This design comes from an exercise in tuning for small area on the open sky130 flow, not from production work. The RTL was checked by simulation tests, not by an equivalence proof against the original design. Power is estimated from default activity; no workload was simulated.

$ cat flow/config.mk
export PLATFORM = sky130hd
export DESIGN_NAME = debug_unit
export DESIGN_NICKNAME = debug_unit
export VERILOG_FILES = /design/flow/design.v
export SDC_FILE = /design/flow/constraint.sdc
export NUM_CORES = 4
export LEC_CHECK = 0
export CAP_MARGIN = 20
export CORE_AREA = 5 5 695 695
export DIE_AREA = 0 0 700 700
export SLEW_MARGIN = 20
$ cat flow/constraint.sdc
create_clock -name core_clock -period 8.0 [get_ports {clk}]
set_input_delay 1.6000 -clock core_clock [delete_from_list [all_inputs] [get_ports {clk}]]
set_output_delay 1.6000 -clock core_clock [all_outputs]
set_load 0.01 [all_outputs]
$ cat flow/design.v
`default_nettype none
package dbg_pipe_pkg;
	typedef logic [32-1:0]    word_t;
	typedef logic [5-1:0] reg_idx_t;
	typedef word_t [32-1:0] reg_file_t;
	typedef struct packed {
		word_t pc;
		word_t instruction;
	} if_snap_t;
	typedef struct packed {
		word_t    pc_plus4;
		word_t    instruction;
		word_t    write_data;
		reg_idx_t write_addr;
		word_t    alu_result_fwd;
		word_t    reg_data1;
		word_t    reg_data2;
		word_t    sign_ext;
		reg_idx_t rs;
		reg_idx_t rt;
		reg_idx_t rd;
		word_t    pc_jump;
		word_t    pc_branch;
	} id_snap_t;
	typedef struct packed {
		word_t    pc_plus4;
		word_t    reg_data1;
		word_t    reg_data2;
		word_t    sign_ext;
		reg_idx_t rt;
		reg_idx_t rd;
		logic     zero;
		word_t    alu_result;
		word_t    reg_data2_out;
		reg_idx_t dest_reg;
	} ex_snap_t;
	typedef struct packed {
		word_t address;
		word_t write_data;
		word_t read_data;
	} mem_snap_t;
	typedef struct packed {
		word_t mem_data;
		word_t alu_result;
		word_t write_data;
	} wb_snap_t;
	typedef struct packed {
		if_snap_t  if_stage;
		id_snap_t  id_stage;
		ex_snap_t  ex_stage;
		mem_snap_t mem_stage;
		wb_snap_t  wb_stage;
	} pipe_snap_t;
endpackage
`default_nettype wire
`default_nettype none
package dbg_ctrl_pkg;
	typedef enum logic [7:0] {
		cmd_run  = 8'h01,
		cmd_step = 8'h02
	} dbg_cmd_e;
	typedef enum logic [1:0] {
		mode_halt,
		mode_run,
		mode_step,
		mode_finished
	} run_mode_e;
	typedef enum logic [2:0] {
		dump_idle,
		dump_settle,
		dump_capture,
		dump_send,
		dump_wait
	} dump_state_e;
endpackage
`default_nettype wire
`timescale 1ns/100ps
`default_nettype none
module dbg_command_ctrl
(
	input  logic       clk,
	input  logic       reset,
	input  logic       rx_empty,
	input  logic [7:0] r_data,
	input  dbg_pipe_pkg::word_t      pc_plus4,
	output logic       rd_uart,
	output logic       ena_pip
);
	logic      pop_req;
	logic      mode_active;
	logic      program_end;
	dbg_ctrl_pkg::run_mode_e mode;
	assign pop_req = ~rx_empty & ~rd_uart;
	assign mode_active = (mode == dbg_ctrl_pkg::mode_run) || (mode == dbg_ctrl_pkg::mode_step);
	assign program_end = (pc_plus4 == 508);
	function automatic dbg_ctrl_pkg::run_mode_e decode_cmd(input logic [7:0] cmd);
		dbg_ctrl_pkg::run_mode_e next_mode;
		case (cmd)
			dbg_ctrl_pkg::cmd_step: next_mode = dbg_ctrl_pkg::mode_step;
			dbg_ctrl_pkg::cmd_run:  next_mode = dbg_ctrl_pkg::mode_run;
			default:  next_mode = dbg_ctrl_pkg::mode_halt;
		endcase
		decode_cmd = next_mode;
	endfunction
	always_ff @(posedge clk or posedge reset)
	begin
		if (reset)
		begin
			rd_uart <= 1'b0;
			mode    <= dbg_ctrl_pkg::mode_halt;
			ena_pip <= 1'b0;
		end
		else
		begin
			rd_uart <= pop_req;
			if (pop_req)
			begin
				ena_pip <= mode_active;
				if (mode != dbg_ctrl_pkg::mode_finished)
					mode <= decode_cmd(r_data);
			end
			else if (program_end)
			begin
				mode    <= dbg_ctrl_pkg::mode_finished;
				ena_pip <= 1'b0;
			end
			else
			begin
				ena_pip <= mode_active;
				if (mode == dbg_ctrl_pkg::mode_step)
					mode <= dbg_ctrl_pkg::mode_halt;
			end
		end
	end
endmodule
`default_nettype wire
`timescale 1ns/100ps
`default_nettype none
module dbg_snapshot_capture
(
	input  logic       clk,
	input  logic       capture,
	input  logic       shift,
	input  logic       hold,
	input  dbg_pipe_pkg::reg_file_t  regs,
	input  dbg_pipe_pkg::pipe_snap_t snap,
	output logic [7:0] frame_byte
);
	logic [32-1:0][32-1:0] regs_a;
	logic [0:32-1][32-1:0] reg_seq;
	logic [0:228-1][7:0] frame;
	logic [0:228-1][7:0] sr;
	logic [0:228-1][7:0] sr_next;
	logic       phase;
	function automatic logic [7:0] idx_byte(input dbg_pipe_pkg::reg_idx_t idx);
		idx_byte = 8'(idx);
	endfunction
	assign regs_a = regs;
	always_comb
	begin
		for (int i = 0; i < 32; i++)
			reg_seq[i] = regs_a[i];
	end
	assign frame = {
		reg_seq,
		snap.if_stage.pc,
		snap.if_stage.instruction,
		snap.id_stage.pc_plus4,
		snap.id_stage.instruction,
		snap.id_stage.write_data,
		idx_byte(snap.id_stage.write_addr),
		snap.id_stage.alu_result_fwd,
		snap.id_stage.reg_data1,
		snap.id_stage.reg_data2,
		snap.id_stage.sign_ext,
		idx_byte(snap.id_stage.rs),
		idx_byte(snap.id_stage.rt),
		idx_byte(snap.id_stage.rd),
		snap.id_stage.pc_jump,
		snap.id_stage.pc_branch,
		snap.ex_stage.pc_plus4,
		snap.ex_stage.reg_data1,
		snap.ex_stage.reg_data2,
		snap.ex_stage.sign_ext,
		idx_byte(snap.ex_stage.rt),
		idx_byte(snap.ex_stage.rd),
		{7'b0, snap.ex_stage.zero},
		snap.ex_stage.alu_result,
		snap.ex_stage.reg_data2_out,
		idx_byte(snap.ex_stage.dest_reg),
		snap.mem_stage.address,
		snap.mem_stage.write_data,
		snap.mem_stage.read_data,
		snap.wb_stage.mem_data,
		snap.wb_stage.alu_result,
		snap.wb_stage.write_data
	};
	always_comb
	begin
		for (int j = 0; j < 228 - 1; j++)
			sr_next[j] = ~((frame[j] & {8{capture}}) | (sr[j+1] & {8{shift}}) | (sr[j] & {8{hold}}));
		sr_next[228-1] = ~((frame[228-1] & {8{capture}}) |
			(sr[228-1] & {8{hold}}));
	end
	always_ff @(posedge clk)
	begin
		sr    <= sr_next;
		phase <= capture | ~phase;
	end
	assign frame_byte = sr[0] ^ {8{phase}};
endmodule
`default_nettype wire
`timescale 1ns/100ps
`default_nettype none
module dbg_dump_tx
(
	input  logic       clk,
	input  logic       reset,
	input  logic       dump_req,
	input  logic       tx_done_tick,
	input  logic [7:0] frame_byte,
	output logic       capture,
	output logic       shift,
	output logic       hold,
	output logic       wr_uart,
	output logic [7:0] w_data
);
	logic        st_idle;
	logic        st_settle;
	logic        st_capture;
	logic        st_send;
	logic        st_wait;
	logic        nx_idle;
	logic        nx_settle;
	logic        nx_capture;
	logic        nx_send;
	logic        nx_wait;
	logic [7:0]  byte_cnt;
	logic        last_byte;
	logic        done;
	assign last_byte = (byte_cnt == 8'(228));
	assign done      = st_wait & tx_done_tick;
	assign nx_idle    = (st_idle & ~dump_req) | (done & last_byte);
	assign nx_settle  = st_idle & dump_req;
	assign nx_capture = st_settle;
	assign nx_send    = st_capture | (done & ~last_byte);
	assign nx_wait    = st_send | (st_wait & ~tx_done_tick);
	always_ff @(posedge clk or posedge reset)
	begin
		if (reset)
		begin
			st_idle    <= 1'b1;
			st_settle  <= 1'b0;
			st_capture <= 1'b0;
			st_send    <= 1'b0;
			st_wait    <= 1'b0;
			capture    <= 1'b0;
			shift      <= 1'b0;
			hold       <= 1'b1;
			wr_uart    <= 1'b0;
		end
		else
		begin
			st_idle    <= nx_idle;
			st_settle  <= nx_settle;
			st_capture <= nx_capture;
			st_send    <= nx_send;
			st_wait    <= nx_wait;
			capture    <= nx_capture;
			shift      <= nx_send;
			hold       <= ~(nx_capture | nx_send);
			wr_uart    <= st_send;
		end
	end
	always_ff @(posedge clk)
	begin
		if (st_capture)
			byte_cnt <= '0;
		else if (st_send)
			byte_cnt <= byte_cnt + 8'd1;
	end
	always_ff @(posedge clk)
		w_data <= frame_byte;
endmodule
`default_nettype wire
`timescale 1ns/100ps
`default_nettype none
module debug_unit
(
	input  logic       clk,
	input  logic       reset,
	input  logic       rx_empty,
	input  logic [7:0] r_data,
	output logic       rd_uart,
	input  logic       tx_done_tick,
	output logic       wr_uart,
	output logic [7:0] w_data,
	input  dbg_pipe_pkg::word_t      pc_plus4,
	input  dbg_pipe_pkg::reg_file_t  regs,
	input  dbg_pipe_pkg::pipe_snap_t snap,
	output logic       ena_pip
);
	logic       capture;
	logic       shift;
	logic       hold;
	logic [7:0] frame_byte;
	dbg_command_ctrl u_command_ctrl (
		.clk      (clk),
		.reset    (reset),
		.rx_empty (rx_empty),
		.r_data   (r_data),
		.pc_plus4 (pc_plus4),
		.rd_uart  (rd_uart),
		.ena_pip  (ena_pip)
	);
	dbg_dump_tx u_dump_tx (
		.clk          (clk),
		.reset        (reset),
		.dump_req     (rd_uart),
		.tx_done_tick (tx_done_tick),
		.frame_byte   (frame_byte),
		.capture      (capture),
		.shift        (shift),
		.hold         (hold),
		.wr_uart      (wr_uart),
		.w_data       (w_data)
	);
	dbg_snapshot_capture u_snapshot_capture (
		.clk        (clk),
		.capture    (capture),
		.shift      (shift),
		.hold       (hold),
		.regs       (regs),
		.snap       (snap),
		.frame_byte (frame_byte)
	);
endmodule
`default_nettype wire
$ cat flow/run.sh
#!/bin/bash
# synth_recipe.tcl (not shown) runs the flow's synth.tcl, then flattens the netlist and writes it again
# the make line also repeats each setting of config.mk as NAME=value (left out here)
make -C /OpenROAD-flow-scripts/flow DESIGN_CONFIG=/design/flow/config.mk WORK_HOME=/design/flow/orfs CLKGATE_MAP_FILE= SYNTH_SCRIPT=/design/flow/synth_recipe.tcl finish
==> summary.txt, run 1 <==
- The run finished with no timing, DRC or antenna violations.
- The final-report hold violation count is 0.
- The worst pin sits at a relative slew slack of 0.129.
- Traced cell by cell, the critical path runs through clkdlybuf4s50_1.
- The setup clock skew after layout is 0.100 ns.
- The standby leakage power is 30.1 nW.
- The maximum clock rate is 0.292 GHz.
- The minimum setup slack among reg-to-reg paths is 4.87 ns.
- The endpoint of the worst-slack reg-to-reg timing path is u_snapshot_capture.sr[1606].
- The design area is 0.0901 mm2.
- The tool flagged a number of max-cap violations equal to 0.
- After synthesis, the share of flip-flops with an asynchronous set or reset is 0.00594.
- Entering global routing, the biggest net connects 234 pins.
- During I/O placement, the number of pins put on the boundary was 1,851.
- In this run the remaining antenna-violating nets after routing total 0.
- The kind of start point of the critical path is a flop.
- The area enclosed by the die boundary is 0.490 mm2.
- The leading register cell type out of synthesis is dfxtp_1.
- The clock latency of the later-clocked register in the worst-skew pair is 0.90 ns.
- The path class of the tightest hold or removal check is flop to flop.
- In this run the worst path has a maximum fanout of 4.
- The filler cell count is 51,600.
- Counting distinct cell types in the post-synthesis netlist gives 38.
- The number of global-route vias before repair is 49,600.
- Before antenna repair, the detailed router went through 15 iterations.
- Counting every instance in the synthesized netlist gives 4,364.
- The site row count is 253.
- The arrival time of the worst setup path is 1.82 ns.
- The fraction of final layout cells sized beyond drive strength 1 is 0.0676.
- The floorplan step set the die width to 700 um.
- After detailed routing, the total wire length is 304,000 um.
- The number of warning messages in the yosys log is 3.
- The post-synthesis instance area is 0.0581 mm2.
- The total via count in the routed design is 53,300.
- On the critical path, the stage with the largest delay is an instance of clkdlybuf4s50_1.
- The first global-routing pass estimated 396,000 um of wire.
- After synthesis, the largest family of logic cells by area is compound AO/OA/AOI/OAI gates.
- The peak ir drop on the vdd network is 219 uV.
- TritonCTS built the clock tree.
- Of the total synthesized cell area, the portion taken by XOR and XNOR cells is 0.00196.
- Adding up every negative setup slack in the final design gives 0 ns.
- Dividing the final minimum period by the clock period gives 0.428.
- The number of antenna violations at the first check in global routing came to 189.
- The number of flops mapped to enable cells by yosys is 0.
- The logic depth of the worst register-to-register path is 3.
- The mux cell area share after synthesis is 0.000172.
- In this run the deepest clock path goes through 4 buffers.
- The total CTS buffers is 205.
- The compound-gate portion of the synthesized area is 0.314.
- The power per standard cell area is 387 mW/mm2.
- The path with the worst hold slack has its endpoint at u_snapshot_capture.sr[1241].
- Power comes to 34.9 mW.
- The endpoint required time on the critical path is 6.40 ns.
- For this run, the slowest stage of the critical path takes 0.58 ns.
- The post-cts resize count is 0.
- The top cell family by delay on the critical path is buffers and inverters.
- The worst-margin pin slew is 1.31 ns.
- The die outline height is 700 um.
- In this run the clock root is driven by a clkbuf_16.
- The post-detailed-placement cell area is 0.0829 mm2.
- The post-synthesis register bit count is 1,852.
- After clock tree synthesis, the clock-pin slew on the worst setup and hold paths is 0.06 ns.
- The startpoint-to-endpoint class of the critical path is flop to primary output.
- The max-slew violation total from the final report is 0.
- The mean instance size in the synthesized netlist is 13.3 um2.
- The global-route total usage across every layer is 0.113.
- At the end of the flow, the number of nets in the layout was 7,722.
- The post-CTS setup repair buffer count is 0.
- The post-layout minimum cycle time is 3.42 ns.
- The area inside the core boundary is 0.475 mm2.
- In this run the critical register-to-register path is launched from u_dump_tx.capture.
- Input and output buffers added on the ports amount to 1,850.
- Setup repair after global routing left no endpoint under its margin.
- Along the worst hold path, the cell count comes to 1.
- The number of levels in the clock H-tree is 4.
- The starting DRC count in detailed routing is 11,700.
- In this run the most critical hold path is launched from u_snapshot_capture.sr[1233].
- After detailed routing, the average wire length per cell comes to 24.5 um.
- Together, buffers and inverters on the worst path number 1.
- The area growth from synthesis to final layout is 55.0%.
- The adder and majority cell fraction of the synthesized area is 0.000861.
- For this design, the sink count on the clock tree is 1,852.
- For this configuration, the core starts out at a cell density of 0.123.
- The estimated wirelength of the detail-placed design is 230,000 um.
- The share of the Yosys chip area taken by registers is 0.639.
- The number of DRC violations after detailed routing is 0.
- The number of hold-repair buffers added at the cts stage is 0.
- The simple logic cell fraction of the synthesized area is 0.00437.
- The final weighted congestion in routability-driven placement is 0.840.
- In the routed layout, each cell is associated on average with a via count of 4.30.
- Setup violations remaining at the end of the flow were counted as 0.
- STA classifies the critical path endpoint as a primary output.
- The overflow left after global routing is 0.
- The number of nets in the synthesized netlist is 6,208.
## how the worst max path moves through the flow
stage                           start                      to  slack (ns)  cells after the start
2_1_floorplan            pc_plus4[18]  u_command_ctrl.ena_pip        5.21                      4
3_3_place_gp             pc_plus4[18]  u_command_ctrl.ena_pip        4.51                      5
3_5_place_dp             pc_plus4[10]  u_command_ctrl.ena_pip        4.55                      5
4_1_cts        u_command_ctrl.rd_uart                 rd_uart        4.45                      1
5_1_grt        u_command_ctrl.rd_uart                 rd_uart        4.42                      1
6_report       u_command_ctrl.rd_uart                 rd_uart        4.58                      1
## placed cells by master (no fill, tap or decap), drive strengths merged, types with 3 or more instances in the layout
| master | count |
|---|---|
| a222oi | 1788 |
| clkbuf | 300 |
| inv | 26 |
| clkinvlp | 10 |
| ha | 4 |
| bufinv | 11 |
| buf | 65 |
| clkdlybuf4s50 | 1850 |
| a21oi | 3 |
| clkinv | 37 |
| nor2 | 9 |
| dfrtp | 9 |
| nand4 | 6 |
| nand2 | 6 |
| a22oi | 37 |
| nor4 | 5 |
| dfxtp | 1841 |
| diode | 114 |
| xor2 | 11 |
## kinds of logic after synthesis
logic type               count (synthesis)
AO/OA/AOI/OAI                         1837
XOR/XNOR                                13
adder cells (fa/ha/maj)                  4
buffers and inverters                  616
flip-flops                            1852
multiplexers                             1
AND/OR/NAND/NOR                         41
## registers in the layout (all words and copies together) (netlist names)
name,count
u_snapshot_capture.sr,1824
u_dump_tx.byte_cnt,8
u_dump_tx.w_data,8
u_command_ctrl.mode,2
u_command_ctrl.ena_pip,1
u_command_ctrl.rd_uart,1
u_dump_tx.capture,1
u_dump_tx.hold,1
u_dump_tx.shift,1
u_dump_tx.st_idle,1
u_dump_tx.st_settle,1
u_dump_tx.st_wait,1
u_dump_tx.wr_uart,1
u_snapshot_capture.phase,1
## synth_stat cells (2+ instances only)
master / instances / area, um2
inv_1: 8 / 30.0
nor3_1: 2 / 10.0
nand2_1: 6 / 22.5
clkbuf_1: 556 / 2090
dfstp_2: 2 / 52.6
a21oi_1: 3 / 15.0
xor2_1: 11 / 96.3
nor4_2: 4 / 50.1
and2_1: 2 / 12.5
xnor2_1: 2 / 17.5
dfrtp_1: 9 / 225
a222oi_1: 1788 / 17900
or3_1: 2 / 12.5
o21ai_0: 2 / 10.0
nand2b_1: 2 / 12.5
nand4_1: 6 / 37.5
a22oi_1: 37 / 278
nor2_1: 9 / 33.8
dfxtp_1: 1841 / 36900
buf_1: 39 / 146
ha_1: 4 / 50.1
buf_2: 13 / 65.1
## metrics by stage
step | hold WS (ns) | worst slack, ns | utilization | std cells
6_report | 0.361 | 4.58 | 0.190 | 12400
3_3_place_gp | 0.359 | 4.51 | 0.175 | 11900
3_5_place_dp | 0.362 | 4.55 | 0.175 | 11900
2_1_floorplan | 0.352 | 5.21 | - | 4364
4_1_cts | 0.347 | 4.45 | 0.189 | 12300
5_1_grt | 0.374 | 4.42 | 0.190 | 12400
## final cells by class
type                       count  area, um2  share of cell area
timing repair buffer        1915      19200               0.213
antenna                      114        285             0.00317
clock buffer                 300       6010              0.0667
sequential                  1852      37100               0.412
tap                         6247       7820              0.0867
clock inverter                76        933              0.0104
inverter                       8       30.0            0.000333
multi-input combinational   1896      18700               0.207
## routing by layer
layer  wire, um  vias to the layer above  part of all wire  global-route usage
li1           -                    23400                 -                   -
met1     118000                    26800              0.39               0.136
met2     147000                     2662              0.48               0.188
met3      27700                      477             0.091              0.0343
met4      10600                       42             0.035              0.0420
met5        290                        -           0.00095                   0
## report_power, final
part | switching, mW | internal, mW | total (mW)
clock | 4.11 | 5.61 | 9.72
sequential | 4.37 | 14.3 | 18.7
combinational | 1.99 | 4.51 | 6.51
total | 10.5 | 24.4 | 34.9
==> inputs of run 2 (changes only) <==
==> flow/flow/run.sh (new file) <==
#!/bin/bash
# Standard layout, with plain buf_1 cells as the port buffers.
set -euo pipefail
export BUFFER_PORTS_ARGS="-buffer_cell sky130_fd_sc_hd__buf_1"
bash standard.sh > standard.log 2>&1
==> flow/standard.sh (new file) <==
#!/bin/bash
# synth_recipe.tcl (not shown) runs the flow's synth.tcl, then flattens the netlist and writes it again
# the make line also repeats each setting of config.mk as NAME=value (left out here)
make -C /OpenROAD-flow-scripts/flow DESIGN_CONFIG=/design/flow/config.mk WORK_HOME=/design/flow/orfs CLKGATE_MAP_FILE= SYNTH_SCRIPT=/design/flow/synth_recipe.tcl "${@:-finish}"
removed: flow/run.sh
==> run 2 against run 1 <==
Final area shrank 13%. Die area unchanged. Register-to-register slack got worse by 0.19 ns. Still clean on timing, DRC and antenna. Final cell count is 0.22% lower. First-iteration DRC count fell by 0.75%. Clock-buffer cell count is 9 lower.
==> summary.txt, run 2 <==
- Setup repair after global routing left no endpoint under its margin.
- Of the total power, registers draw 0.551.
- On the critical path, the stage with the largest delay is an instance of buf_1.
- The number of antenna violations at the first check in global routing is 146.
- After global routing the overflow that remains totals 0.
- The setup check on the worst reg-to-reg path leaves a slack of 4.68 ns.
- The H-tree was split into 4 levels.
- For the worst-skew pair, the clock arrives at the later sink with an insertion delay of 0.87 ns.
- Buffers placed on the I/O ports in this run total 1,850.
- After detailed routing, the number of vias per cell comes to 4.32.
- Clock-pin slew was measured on the worst setup and hold paths at 0.06 ns.
- Of all flip-flops after synthesis, the portion carrying an async set or reset was 0.00594.
- Once placement finished, the instance area stood at 0.0713 mm2.
- Wires add up to 292,000 um.
- Sorting the synthesized cells by how often they occur yields dfxtp_1 (1,841), a222oi_1 (1,788), clkbuf_1 (556).
- When the netlist entered floorplanning its net count stood at 6,208.
- Data on the critical path arrives at its endpoint at 1.83 ns.
- The die span in x is 700 um.
- The total number of clock tree sinks is 1,852.
- The number of global-route vias before repair is 49,200.
- The die outline height is 700 um.
- Tracing the worst setup path back leads to its startpoint at u_dump_tx.w_data[4].
- The final-report hold violation count came to 0.
- Ranked by flip-flop count, first place goes to u_snapshot_capture.sr.
- For the pin with the worst max-slew slack, the measured transition is 1.21 ns.
- The congestion estimate from routability-driven global placement came to 0.890.
- Cell internal power was estimated by the tool at 23.4 mW.
- The post-layout minimum cycle time is 3.43 ns.
- The setup slack after placement is 4.91 ns.
- In this run the worst hold path is classified as flop to flop.
- The net load switching power is 10.3 mW.
- The startpoint identified for the worst hold timing path is u_snapshot_capture.sr[473].
- The net total in the final layout is 7,713.
- Summed over all instances, the cell type with the most area after synthesis is dfxtp_1.
- The endpoint required time on the critical path is 6.40 ns.
- The total via count in the routed design is 53,400.
- The share of synthesized area occupied by flip-flops and latches is 0.639.
- The share of Yosys cell area claimed by the top area cell type is 0.634.
- For this run, design rule violations remaining after detail routing come to 0.
- The mean instance size in the synthesized netlist is 13.3 um2.
- The setup clock skew after layout is 0.0712 ns.
- The run finished with no timing, DRC or antenna violations.
- Setup violations remaining at the end of the flow were counted as 0.
- The most numerous cell in the Yosys netlist is dfxtp_1.
- The leading register cell type out of synthesis is dfxtp_1.
- Grouping stages by cell kind, the critical path spends the most delay in buffers and inverters.
- The library cell used as clock root buffer is clkbuf_16.
- The peak ir drop on the vdd network is 223 uV.
- The library cells used most frequently in the layout, excluding fill and tap cells, are buf_1 (1,849), dfxtp_1 (1,841), a222oi_1 (1,788), clkbuf_16 (199), clkbuf_1 (50).
- The synthesized design contains 1,852 register bits.
- The area growth from synthesis to final layout is 34.4%.
- The post-cts resize count is 0.
- The nature of the critical path endpoint is a primary output.
- The floorplan step defined a core boundary enclosing 0.475 mm2.
- Of the total power, the share spent switching nets is 0.305.
- The post-synthesis instance area is 0.0581 mm2.
- Across the run, the number of max-cap violations was 0.
- The share of total power dissipated in combinational logic is 0.176.
- The number of hold-repair buffers added at the cts stage is 0.
- During I/O placement, the number of pins put on the boundary was 1,851.
- After detailed routing, the average wire length per cell comes to 23.6 um.
- The total CTS buffers is 198.
- The beginning of the worst register-to-register path is u_dump_tx.hold.
- The number of iterations in the first detailed-routing pass is 14.
- The Yosys step of the flow raised 3 warnings.
- The number of flops mapped to enable cells by yosys is 0.
- In the post-route analysis, the smallest setup slack over all paths is 4.57 ns.
- In this design, the stage delay of the slowest critical-path cell is 0.64 ns.
- After routing, the total negative slack on setup checks comes to 0 ns.
- The most frequent standard cell in the layout excluding fill and tap cells is buf_1.
- The largest registers in the layout are u_snapshot_capture.sr (1824), u_dump_tx.byte_cnt (8), u_dump_tx.w_data (8).
- The register with the most flip-flops in the layout has 1,824 of them.
- Counting along the longest clock path gives a buffer depth of 4.
- The first global-routing pass estimated 383,000 um of wire.
- The worst setup path is launched from a flop.
- Along the worst hold path, the cell count comes to 1.
- The site row count is 253.
- Of the available clock period, the critical path in the final layout requires 0.428.
- The initial utilization of the core area, before any placement, comes to 0.123.
- The post-synthesis instance total is 4,364.
- The max-slew violation total from the final report is 0.
- For hold timing, the worst endpoint is u_snapshot_capture.sr[481].
- The first routing iteration left 11,600 violations.
- The estimated wirelength of the detail-placed design is 224,000 um.
- The critical path goes through buf_1.
- With fillers left out, the area of the finished cells amounts to 0.0781 mm2.
- In this run the worst path has a maximum fanout of 1.
- The area enclosed by the die boundary is 0.490 mm2.
- The TritonCTS clock tree is built.
- The count of cell types in the netlist is 38.
- The standby leakage power is 24.9 nW.
- Measured in cells, the most critical reg-to-reg path has a length of 3.
- Entering global routing, the biggest net connects 221 pins.
- For this design the ratio of total power to cell area is 432 mW/mm2.
- Derived from the worst setup path, the maximum achievable clock frequency is 0.292 GHz.
- The post-CTS setup repair buffer count is 0.
- Of the total power, the clock network draws 0.273.
- The endpoint of the worst-slack reg-to-reg timing path is u_snapshot_capture.sr[449].
- For this run, the total global-route usage over all layers was measured as 0.109.
- The fraction of final layout cells sized beyond drive strength 1 is 0.0626.
- The setup path with the least slack is of type flop to primary output.
- Yosys attributes the largest share of cell area to dfxtp_1 (63%), a222oi_1 (31%), clkbuf_1 (3.6%), a22oi_1 (0.48%), dfrtp_1 (0.39%).
- The relative slew slack is 0.196.
- Once detail routing completed, the nets flagged for antenna violations numbered 0.
- The number of buffer and inverter instances along the worst setup path is 1.
run 2: cell counts after synthesis:
Identical to the previous run, type by type.
run 2: worst max-delay path by stage:
stage	end	slack, ns	cells after the start
final	w_data[4]	4.57	1
after floorplan	u_command_ctrl.ena_pip	5.21	4
after global routing	w_data[4]	4.51	1
after detailed placement	u_snapshot_capture.sr[591]	4.91	4
after global placement	u_command_ctrl.ena_pip	4.88	5
after CTS	w_data[4]	4.51	1
run 2: cell type report:
type                       instances  area (um2)
sequential                      1852       37100
antenna                          113         283
fill                           53000      396000
multi-input combinational       1896       18700
clock buffer                     291        5750
tap                             6247        7820
clock inverter                    61         754
inverter                           8        30.0
timing repair buffer            1913        7670
run 2: power by group through the flow:
| stage | logic, mW | clock network, mW | registers, mW |
|---|---|---|---|
| after global routing | 6.52 | 9.86 | 19.2 |
| after detailed placement | 5.95 | 0 | 18.9 |
| after floorplan | 4.74 | 0 | 16.3 |
| after global placement | 5.72 | 0 | 18.8 |
| final | 5.94 | 9.21 | 18.6 |
| after CTS | 5.97 | 9.51 | 18.8 |
run 2: kinds of logic (layout without fill, tap and decap cells):
logic type | after synthesis | after routing | share of synthesized area
flops | 1852 | 1852 | 0.639
compound gates | 1837 | 1837 | 0.314
buf+inv | 616 | 2273 | 0.0400
simple gates | 41 | 41 | 0.00437
xor+xnor | 13 | 13 | 0.00196
fa+ha+maj | 4 | 4 | 0.000861
mux | 1 | 1 | 0.000172
other cells | 0 | 113 | 0
run 2: layer usage:
layer / part of all wire / vias up / GRT usage
li1: - / 23300 / -
met5: 0.00066 / - / 0
met3: 0.094 / 530 / 0.0341
met1: 0.39 / 26700 / 0.132
met2: 0.47 / 2882 / 0.174
met4: 0.044 / 28 / 0.0505
run 2: worst register-to-register path: cells and delay by family (launching register included):
| kind | cells | cell delay (ns) |
|---|---|---|
| compound gates | 1 | 0.60 |
| buf+inv | 2 | 1.33 |
| flops | 1 | 1.17 |
run 2: metrics by stage:
step / std cells / hold slack [ns] / power [mW] / util
floorplan: 4364 / 0.352 / 21.0 / -
global placement: 11900 / 0.392 / 24.5 / 0.150
detailed placement: 11900 / 0.383 / 24.9 / 0.150
CTS: 12300 / 0.364 / 34.3 / 0.164
global route: 12300 / 0.392 / 35.6 / 0.164
finish: 12400 / 0.380 / 33.8 / 0.165

[re-timing with driven ports]
The flow's constraints put no driver on any port. The routed layouts listed below were extracted and timed again, unchanged, in two steps.
Step 1, drivers: a clkbuf_16 drives clk and a buf_2 each remaining input, both assumed.
Step 2 times the ports against the registers' clock, not the clock port: input delays grow and output delays shrink by t, the midpoint of the rising clock arrivals with the driver on.
Three values: ideal, step 1, step 2; two values: the first two.
run	t (ns)	setup WS [ns]	worst register clock-pin slew, ns
run 1	0.942	4.579 / 4.490 / 4.515	0.07 / 0.07
run 2	0.944	4.574 / 4.479 / 4.681	0.07 / 0.07
After both steps every run listed still meets setup and hold. The setup slack of run 1, which loses most, moves by -0.089 ns with the drivers and by -0.064 ns with both steps.
